Context: an optimization exercise on an open-source flow, tuned for small area, a short achievable clock period and few clock cycles per item. The choices shown serve that exercise and are no tape-out recipe.
Where RTL was checked, it was by simulation tests only, not by an equivalence proof against the original.
Power figures rest on the tool's default switching activity, not on a simulated workload.

job 7549:
Design cov_top, start of the top module:
module cov_top
#(
    parameter int NUM_SAMPLES = 8
) (
    input  logic        clk,
    input  logic        arst_n,
    input  logic [33:0] in_cmd,      
    input  logic        in_valid,
    output logic        in_ready,
    output logic [63:0] out_res,     
    output logic        out_valid,
    input  logic        out_ready,
    output logic        bad_cmd      
);
    logic               accept;
    logic               hold;
    logic               s_valid, s_start, s_last;
    logic signed [16:0] s_dx;
    logic [7:0]         s_neg, s_one, s_two;
    logic               last_take;
    logic [34:0]        acc_s, acc_c;
    logic               done;
    logic [32:0]        cov;
    logic               fill;
    assign in_ready = ~hold;
    assign accept   = in_valid & ~hold;
    assign fill     = last_take | (s_valid & s_last);
    cov_decode i_decode (
        .clk       (clk),
  ...
Settings: LEC_CHECK=0, CAP_MARGIN=20, CORE_MARGIN=2, CORE_UTILIZATION=60, SETUP_SLACK_MARGIN=4.5, SLEW_MARGIN=20, SYNTH_HIERARCHICAL=1; clock period 8.0 ns.
run.sh (not shown) runs the stock make flow with config.mk's settings and CLKGATE_MAP_FILE= SYNTH_SCRIPT=/design/flow/synth_recipe.tcl, a recipe that flattens the netlist after the stock synthesis.
The final layout from job 7549, which completed every stage, passed the timing, design-rule and antenna checks at the end of the flow.
What job 6588 does differently from job 7549 at the input level:
--- a/flow/config.mk
+++ b/flow/config.mk
@@ -8,5 +8,5 @@
 export CAP_MARGIN = 20
 export CORE_MARGIN = 2
-export CORE_UTILIZATION = 60
+export CORE_UTILIZATION = 40
 export SETUP_SLACK_MARGIN = 4.5
 export SLEW_MARGIN = 20
--- outcome ---
Job 6588 — vias after detailed routing about 0.47% higher, job 7549 as reference
The setup slack of job 6588 was inferior to that of job 7549.
When the final numbers for job 6588 and job 7549 were put side by side, the post-detailed-placement cell area turned out to be greater in job 6588.
Delta (job 6588 minus job 7549): flop-to-flop setup slack fell 0.06 ns, sequential share of layout area fell 0.30 points, total power fell 0.042 mW.
Higher final-layout clock buffer total among job 6588 and job 7549: job 6588
Of the two candidates, job 7549 has the better placed wire-length estimate after detailed placement and job 6588 the worse one.
Job 6588 against job 7549; non-clock buffer count is up by a few percent.
Maximum cell stage delay along the critical path, job 6588 and job 7549: higher on job 7549
Reported for job 6588 and job 7549, number of maximum-capacitance violations turned out identical to the last digit.
No functional check of the RTL was part of any run of this note.

---

cov_top, a different RTL version from the one above (not shown whole).
For scale: about 180 flip-flops, ~110 I/O pins.
==> flow/config.mk <==
export PLATFORM = sky130hd
export DESIGN_NAME = cov_top
export DESIGN_NICKNAME = cov_top
export VERILOG_FILES = /design/flow/design.v
export SDC_FILE = /design/flow/constraint.sdc
export NUM_CORES = 4
export LEC_CHECK = 0
export ABC_AREA = 1
export CAP_MARGIN = 20
export CORE_MARGIN = 2
export CORE_UTILIZATION = 60
export CTS_BUF_LIST = sky130_fd_sc_hd__clkbuf_8
export PLACE_DENSITY = 0.8
export SETUP_SLACK_MARGIN = 4.8
export SLEW_MARGIN = 20
export SYNTH_HIERARCHICAL = 1
==> flow/constraint.sdc <==
create_clock -name core_clock -period 8.0 [get_ports {clk}]
set_input_delay 1.6000 -clock core_clock [delete_from_list [all_inputs] [get_ports {clk}]]
set_output_delay 1.6000 -clock core_clock [all_outputs]
set_load 0.01 [all_outputs]
standard.sh (not shown) runs the stock make flow with config.mk's settings and CLKGATE_MAP_FILE= SYNTH_SCRIPT=/design/flow/synth_recipe.tcl, a recipe that flattens the netlist after the stock synthesis.
==> flow/flow/run.sh <==
#!/bin/bash
# The standard layout, with plain buffers (sky130_fd_sc_hd__buf_2) on the
# ports instead of the delay cells buffer_ports picks by itself.
set -euo pipefail
export BUFFER_PORTS_ARGS="-buffer_cell sky130_fd_sc_hd__buf_2"
bash standard.sh > standard.log 2>&1
Testbench counts at the start, summed over its fixed seeds: cycles 2,768, results 320.
Next try:
==> flow/run.sh (new file) <==
#!/bin/bash
# synth_recipe.tcl (not shown) runs the flow's synth.tcl, then flattens the netlist and writes it again
# the make line also repeats each setting of config.mk as NAME=value (left out here)
make -C /OpenROAD-flow-scripts/flow DESIGN_CONFIG=/design/flow/config.mk WORK_HOME=/design/flow/orfs CLKGATE_MAP_FILE= SYNTH_SCRIPT=/design/flow/synth_recipe.tcl finish
- CTS_BUF_LIST: sky130_fd_sc_hd__clkbuf_8 -> not set
- PLACE_DENSITY: 0.8 -> not set
- SETUP_SLACK_MARGIN: 4.8 -> 4.5
removed: flow/flow/run.sh
removed: flow/standard.sh
The new run completed without violations.
Combinational power is about the same.
Cell count drops by 0.76%.
Register-to-register slack degrades by 160 ps.
Power climbs by about 4.5%.
Non-clock buffer count drops by 21.
Via count drops by about 2.7%.
Fmax drops by about 5%.
Next try:
==> flow/flow/run.sh (new file) <==
#!/bin/bash
# The standard layout, with plain buffers (sky130_fd_sc_hd__buf_2) on the
# ports instead of the delay cells buffer_ports picks by itself.
set -euo pipefail
export BUFFER_PORTS_ARGS="-buffer_cell sky130_fd_sc_hd__buf_2"
bash standard.sh > standard.log 2>&1
==> flow/standard.sh (new file) <==
#!/bin/bash
# synth_recipe.tcl (not shown) runs the flow's synth.tcl, then flattens the netlist and writes it again
# the make line also repeats each setting of config.mk as NAME=value (left out here)
make -C /OpenROAD-flow-scripts/flow DESIGN_CONFIG=/design/flow/config.mk WORK_HOME=/design/flow/orfs CLKGATE_MAP_FILE= SYNTH_SCRIPT=/design/flow/synth_recipe.tcl "${@:-finish}"
- SETUP_SLACK_MARGIN: 4.5 -> 4.7
removed: flow/run.sh
What happened: First-iteration DRC count drops by 4.9%. Flip-flop and latch count does not change. Total power goes down by 3.2%. Routed wire length hardly moves. Non-clock buffer count rose by 1. Count of clock-buffer cells in the layout goes up by 2.
Next try:
==> flow/run.sh (new file) <==
#!/bin/bash
# synth_recipe.tcl (not shown) runs the flow's synth.tcl, then flattens the netlist and writes it again
# the make line also repeats each setting of config.mk as NAME=value (left out here)
make -C /OpenROAD-flow-scripts/flow DESIGN_CONFIG=/design/flow/config.mk WORK_HOME=/design/flow/orfs CLKGATE_MAP_FILE= SYNTH_SCRIPT=/design/flow/synth_recipe.tcl finish
- SETUP_SLACK_MARGIN: 4.7 -> 4.8
removed: flow/flow/run.sh
removed: flow/standard.sh
What happened: The new run completed with no timing, DRC or antenna violations. Power goes up by 5.3%. Routed wire length is higher by 2.3%. Utilization went up by 2.8 points. Die area stays the same. Final area climbs by 4.7%. Via count increases by 3.2%. Maximum frequency barely changes.
Next try:
- SETUP_SLACK_MARGIN: 4.8 -> 5.0
After rerunning:
- The new run passed the timing, design-rule and antenna checks
- worst setup slack got worse by 7.3 ps
- area after synthesis is unchanged
- clock skew hardly moves
- global-route usage grows by 0.98 points
- clock power shrinks by 4.1%

---

cov_top again, from the RTL that the note above started with.
export LEC_CHECK = 0
export ABC_AREA = 1
export CAP_MARGIN = 20
export CORE_MARGIN = 2
export CORE_UTILIZATION = 60
export CTS_BUF_LIST = sky130_fd_sc_hd__clkbuf_8
export CTS_CLUSTER_SIZE = 30
export SETUP_SLACK_MARGIN = 4.8
export SLEW_MARGIN = 20
export SYNTH_HIERARCHICAL = 1
create_clock -name core_clock -period 8.0 [get_ports {clk}]
==> flow/flow/run.sh <==
#!/bin/bash
# The standard layout, with plain buffers (sky130_fd_sc_hd__buf_2) on the
# ports instead of the delay cells buffer_ports picks by itself.
set -euo pipefail
export BUFFER_PORTS_ARGS="-buffer_cell sky130_fd_sc_hd__buf_2"
bash standard.sh > standard.log 2>&1
The baseline went through all stages and came out clean.
Testbench counts at the start, summed over its fixed seeds: cycles 2,768, results 320.
Rerun with:
--- a/flow/config.mk
+++ b/flow/config.mk
@@ -7,3 +7,3 @@
 export LEC_CHECK = 0
-export ABC_AREA = 1
+export ABC_AREA = 0
 export CAP_MARGIN = 20
@@ -12,3 +12,2 @@
 export CTS_BUF_LIST = sky130_fd_sc_hd__clkbuf_8
-export CTS_CLUSTER_SIZE = 30
 export SETUP_SLACK_MARGIN = 4.8
- The new run finished clean
- sequential power came out higher by about 6%
- cell area is about the same
- routed wire length goes down by 7.4%
- first-iteration DRC count decreases by 9.0%
- sequential share of layout area stays flat
- hold slack barely changes
- worst setup slack loses 0.13 ns
- clock-buffer cell count does not change
- flip-flop and latch count does not change
- core utilization rose by 3.0 points
- power grows by 3.1%

---

cov_top, a different RTL version from the one above (not shown whole).
Size in the first run: about 180 flip-flops, roughly 110 I/O pins.
clock: 8.0 ns
lec_check: 0
cap_margin: 20
core_margin: 2
core_utilization: 40
slew_margin: 20
synth_hierarchical: 1
run.sh (not shown) runs the stock make flow with config.mk's settings and CLKGATE_MAP_FILE= SYNTH_SCRIPT=/design/flow/synth_recipe.tcl, a recipe that flattens the netlist after the stock synthesis.
Stock flow here: none of the scripts above is used.
Change:
- SETUP_SLACK_MARGIN: unset -> 3.5
The new run ran to the end with no violations.
Combinational power climbs by about 27%.
Final area climbs by about 1.9%.
Power climbs by 17%.
Via count climbs by about 1.6%.
Clock power drops by about 1%.
Fmax climbs by 17%.
Global-route usage hardly moves.
Register-to-register slack is better by 0.77 ns.
No run of this note included a check of the RTL's function; only the layout flow was run.

---

cov_top with an RTL version that a note above also has.
For scale: roughly 2500 cells after synthesis, roughly 180 flip-flops, about 110 I/O pins.
Settings: LEC_CHECK=0, ABC_AREA=1, CAP_MARGIN=20, CORE_MARGIN=2, CORE_UTILIZATION=60, CTS_BUF_LIST=sky130_fd_sc_hd__clkbuf_8, SETUP_SLACK_MARGIN=4.8, SLEW_MARGIN=20, SYNTH_HIERARCHICAL=1; clock period 8.0 ns.
standard.sh (not shown) runs the stock make flow with config.mk's settings and CLKGATE_MAP_FILE= SYNTH_SCRIPT=/design/flow/synth_recipe.tcl, a recipe that flattens the netlist after the stock synthesis.
==> flow/flow/run.sh <==
#!/bin/bash
# The standard layout, with plain buffers (sky130_fd_sc_hd__buf_1) on the
# ports instead of the delay cells buffer_ports picks by itself.
set -euo pipefail
export BUFFER_PORTS_ARGS="-buffer_cell sky130_fd_sc_hd__buf_1"
bash standard.sh > standard.log 2>&1
Testbench counts at the start, summed over its fixed seeds: cycles 2,768, results 320.
Change:
==> flow/flow/run.sh (replaced) <==
#!/bin/bash
# The standard layout, with plain buffers (sky130_fd_sc_hd__buf_2) on the
# ports instead of the delay cells buffer_ports picks by itself.
set -euo pipefail
export BUFFER_PORTS_ARGS="-buffer_cell sky130_fd_sc_hd__buf_2"
bash standard.sh > standard.log 2>&1
- SETUP_SLACK_MARGIN: 4.8 -> 4.9
Effect:
- wire length barely changes
- global-route usage stays flat
- setup slack got worse by 14 ps
Change:
- CTS_BUF_LIST: sky130_fd_sc_hd__clkbuf_8 -> not set
- SETUP_SLACK_MARGIN: 4.9 -> 4.8
Effect:
- setup slack gets better by 12 ps
- synthesized area does not change
- routed wire length is higher by 1.0%
- final cell count is lower by 0.68%
- sequential share of layout area is higher by 0.19 points
- total power is higher by 1.4%
Change:
- CTS_BUF_LIST: not set -> sky130_fd_sc_hd__clkbuf_8
What happened: The new run ran to the end with no violations. Core utilization went down by 0.52 points. Setup slack is better by 22 ps. Total power went down by 3.1%. Final area went down by 0.85%. Critical path depth is unchanged. Count of clock-buffer cells in the layout went down by 2.

## port drivers added, routing unchanged
No port has a modelled driver above. Below, the same layouts with a new extraction and two added sets of constraints. Step 1 sets driving cells, clkbuf_16 on the clock port and buf_2 on the other inputs (assumed; they add their load-dependent delay and slew). Step 2 moves the port delays by t, midway between the first and last clock arrival at a register: inputs arrive t later, outputs are due t later. That takes back most of the time a late clock gives input paths. a / b / c = ideal ports / drivers / drivers and shift; a / b = the first two.
run | shift t [ns] | slack for setup (ns) | hold WS [ns]
job 7549 | 0.492 | 4.441 / 4.441 / 4.128 | 0.428 / 0.428 / 0.428
job 6588 | 0.497 | 4.385 / 4.385 / 4.143 | 0.430 / 0.430 / 0.430
the first run of note 2 | 0.504 | 4.794 / 4.794 / 4.550 | 0.435 / 0.435 / 0.435
the second run of note 2 | 0.488 | 4.615 / 4.568 / 4.156 | 0.422 / 0.422 / 0.422
the third run of note 2 | 0.498 | 4.812 / 4.812 / 4.467 | 0.421 / 0.421 / 0.421
the fourth run of note 2 | 0.510 | 4.820 / 4.764 / 4.483 | 0.422 / 0.422 / 0.422
the fifth run of note 2 | 0.508 | 4.812 / 4.812 / 4.583 | 0.433 / 0.433 / 0.433
the first run of note 3 | 0.557 | 4.870 / 4.870 / 4.527 | 0.435 / 0.435 / 0.435
the second run of note 3 | 0.548 | 4.737 / 4.737 / 4.309 | 0.438 / 0.438 / 0.438
the first run of note 4 | 0.507 | 2.795 / 2.795 / 2.795 | 0.453 / 0.453 / 0.453
the second run of note 4 | 0.504 | 3.568 / 3.568 / 3.568 | 0.440 / 0.440 / 0.440
the first run of note 5 | 0.541 | 4.849 / 4.849 / 4.418 | 0.428 / 0.428 / 0.428
the second run of note 5 | 0.551 | 4.835 / 4.835 / 4.535 | 0.424 / 0.424 / 0.424
the third run of note 5 | 0.502 | 4.847 / 4.847 / 4.526 | 0.431 / 0.431 / 0.431
the fourth run of note 5 | 0.557 | 4.870 / 4.870 / 4.527 | 0.435 / 0.435 / 0.435
After both steps every run listed still meets setup and hold. For the second run of note 2, which loses most, drivers alone change the setup slack by -0.047 ns; drivers and shift together by -0.459 ns.
